Context: an optimization exercise on an open-source flow, tuned for small area, a short achievable clock period and few clock cycles per item. The choices shown serve that exercise and are no tape-out recipe. The RTL was checked by simulation tests, not by an equivalence proof against the original design.

Design ifft_butterfly_stage, start of the top module:
module ifft_butterfly_stage #(
   parameter int DW = 16,
   parameter int TW = 16,
   parameter int OW = 18
) (
   input  logic                 clk,
   input  logic                 rst,
   input  logic                 in_valid,
   output logic                 in_ready,
   input  logic signed [DW-1:0] in1_real,
   input  logic signed [DW-1:0] in1_imag,
   input  logic signed [DW-1:0] in2_real,
   input  logic signed [DW-1:0] in2_imag,
   input  logic signed [TW-1:0] twiddle_real,
   input  logic signed [TW-1:0] twiddle_imag,
   output logic                 out_valid,
   input  logic                 out_ready,
   output logic signed [OW-1:0] out1_real,
   output logic signed [OW-1:0] out1_imag,
   output logic signed [OW-1:0] out2_real,
   output logic signed [OW-1:0] out2_imag,
   output logic                 sat
);
   logic        adv, clipr, clipi, clip3;
   logic        v1_q, v2_q, v3_q, sat_q;
   logic [16:0] sr1_q, si1_q, sr2_q, si2_q, sr3_q, si3_q;
   logic [16:0] dr1_q, di1_q, sr_d, si_d, dr_d, di_d;
   logic [7:0]  one_r, two_r, neg_r, one_i, two_i, neg_i;
   logic [7:0]  oner_q, twor_q, negr_q, onei_q, twoi_q, negi_q;
   logic [18:0] re_d, im_d, pr3_q, pi3_q;
   assign adv      = !v3_q || out_ready;
   assign in_ready = adv;
   always_comb begin
      for (int j = 0; j < 8; j++) begin
         logic rb2, rb1, rb0, ib2, ib1, ib0;
         rb2 = twiddle_real[2*j+1];
         rb1 = twiddle_real[2*j];
         rb0 = (j == 0) ? 1'b0 : twiddle_real[2*j-1];
         ib2 = twiddle_imag[2*j+1];
         ib1 = twiddle_imag[2*j];
         ib0 = (j == 0) ? 1'b0 : twiddle_imag[2*j-1];
         one_r[j] = rb1 ^ rb0;
         two_r[j] = (rb2 & ~rb1 & ~rb0) | (~rb2 & rb1 & rb0);
         neg_r[j] = rb2;
         one_i[j] = ib1 ^ ib0;
         two_i[j] = (ib2 & ~ib1 & ~ib0) | (~ib2 & ib1 & ib0);
         neg_i[j] = ib2;
      end
   end
   assign clipr = pr3_q[18] ^ pr3_q[17];
   assign clipi = pi3_q[18] ^ pi3_q[17];
   assign clip3 = v3_q & (clipr | clipi);
   always_ff @(posedge clk or posedge rst) begin
      if (rst) begin
         v1_q  <= 1'b0;
         v2_q  <= 1'b0;
         v3_q  <= 1'b0;
         sat_q <= 1'b0;
  ...
Size in the first run: ~3600 cells after synthesis, roughly 180 I/O pins, ~39000 µm² of cells after synthesis.
export LEC_CHECK = 0
export CAP_MARGIN = 20
export CORE_MARGIN = 2
export CORE_UTILIZATION = 55
export SETUP_SLACK_MARGIN = 4.0
export SLEW_MARGIN = 20
export TNS_END_PERCENT = 20
create_clock -name core_clock -period 7.5 [get_ports {clk}]
standard.sh (not shown) runs the stock make flow with config.mk's settings and CLKGATE_MAP_FILE= SYNTH_SCRIPT=/design/flow/synth_recipe.tcl, a recipe that flattens the netlist after the stock synthesis.
==> flow/flow/run.sh <==
#!/bin/bash
# Layout flow: the standard flow with three changes.
#  1. Synthesis is the standard flow's synthesis script (synth_recipe.tcl, ORFS synth.tcl) with one change:
#     the final ABC technology mapping uses flow/abc_map.script (the classic delay-targeted
#     mapper) instead of ORFS's abc_speed.script. Registers are mapped before ABC runs, so they
#     are the same as the standard synthesis's.
#  2. flow/fixpol.py then removes inverters around full-adder cells by complementing full adders
#     (all three inputs and both outputs) and swapping xor2/xnor2 cells. Registers, ports and
#     the logic function are unchanged.
#  3. Ports are buffered with buf_4 cells instead of the default delay-buffer cells.
# Each tool's output goes to a log file of its own in this folder.
set -euo pipefail
R=orfs/results/sky130hd/ifft_butterfly_stage/base
rm -rf synth_scripts
cp -r "$FLOW_HOME/scripts" synth_scripts
chmod -R u+w synth_scripts
cp flow/abc_map.script synth_scripts/abc_speed.script
bash standard.sh SCRIPTS_DIR="$PWD/synth_scripts" synth > log_synth.txt 2>&1
cp "$R/1_2_yosys.v" synth_abc.v
python3 flow/fixpol.py synth_abc.v "$R/1_2_yosys.v" > log_fixpol.txt 2>&1
export BUFFER_PORTS_ARGS="-buffer_cell sky130_fd_sc_hd__buf_4"
bash standard.sh finish > log_finish.txt 2>&1
==> flow/flow/abc_map.script <==
strash
dch -f
map -D 1200
topo
stime -c
buffer -c
upsize -c
dnsize -c
Other scripts of this flow, unchanged in this note and not shown: flow/flow/fixpol.py
Testbench counts at the start, summed over its fixed seeds: cycles 16,024, items 16,000.
Edit:
--- a/flow/flow/run.sh
+++ b/flow/flow/run.sh
@@ -4,3 +4,3 @@
-#     the final ABC technology mapping uses flow/abc_map.script (the classic delay-targeted
-#     mapper) instead of ORFS's abc_speed.script. Registers are mapped before ABC runs, so they
-#     are the same as the standard synthesis's.
+#     the final ABC technology mapping uses flow/abc_map.script (ORFS's own mapping passes, then
+#     the classic delay-targeted mapper) instead of ORFS's abc_speed.script. Registers are mapped
+#     before ABC runs, so they are the same as the standard synthesis's.
==> flow/flow/abc_map.script (replaced) <==
&get -n
&st
&dch
&nf
&st
&syn2
&if -g -K 6
&synch2
&nf
&put
strash
dch -f
map -D 1200
topo
stime -c
buffer -c
upsize -c
dnsize -c
Settings changed: CAP_MARGIN 20 to 40, SLEW_MARGIN 20 to 60.
Die area went down by 2.1%.
Via count decreases by 5.2%.
Non-clock buffer count fell by 27.
Hold slack is about the same.
Routed wire length went down by 9.5%.
Global-route usage came out lower by 2.2 points.
Area after synthesis drops by 2.1%.
Design area came out lower by 3.9%.

## separate check: timing with driven ports
How much do the figures lean on ideal ports? The routed layouts below were timed once more, with nothing changed but the port constraints. Step 1: set_driving_cell puts a clkbuf_16 on clk and a buf_2 on each other input, an assumption about the parent block. Step 2 times the ports against the registers' clock, not the clock port: input delays grow and output delays shrink by t, the midpoint of the rising clock arrivals with the driver on. Three values: ideal, step 1, step 2; two values: the first two.
run | t, ns | slack for setup (ns) | hold WS [ns] | worst register clock-pin slew, ns | pins driven straight from the clock port
the first run | 0.689 | 3.853 / 3.853 / 3.618 | 0.414 / 0.414 / 0.414 | 0.07 / 0.07 | 1
the second run | 0.679 | 3.787 / 3.787 / 3.648 | 0.414 / 0.414 / 0.414 | 0.08 / 0.08 | 1
After both steps setup and hold are still met in every run listed. For the first run, which loses most, drivers alone change the setup slack by 0.000 ns; drivers and shift together by -0.235 ns.
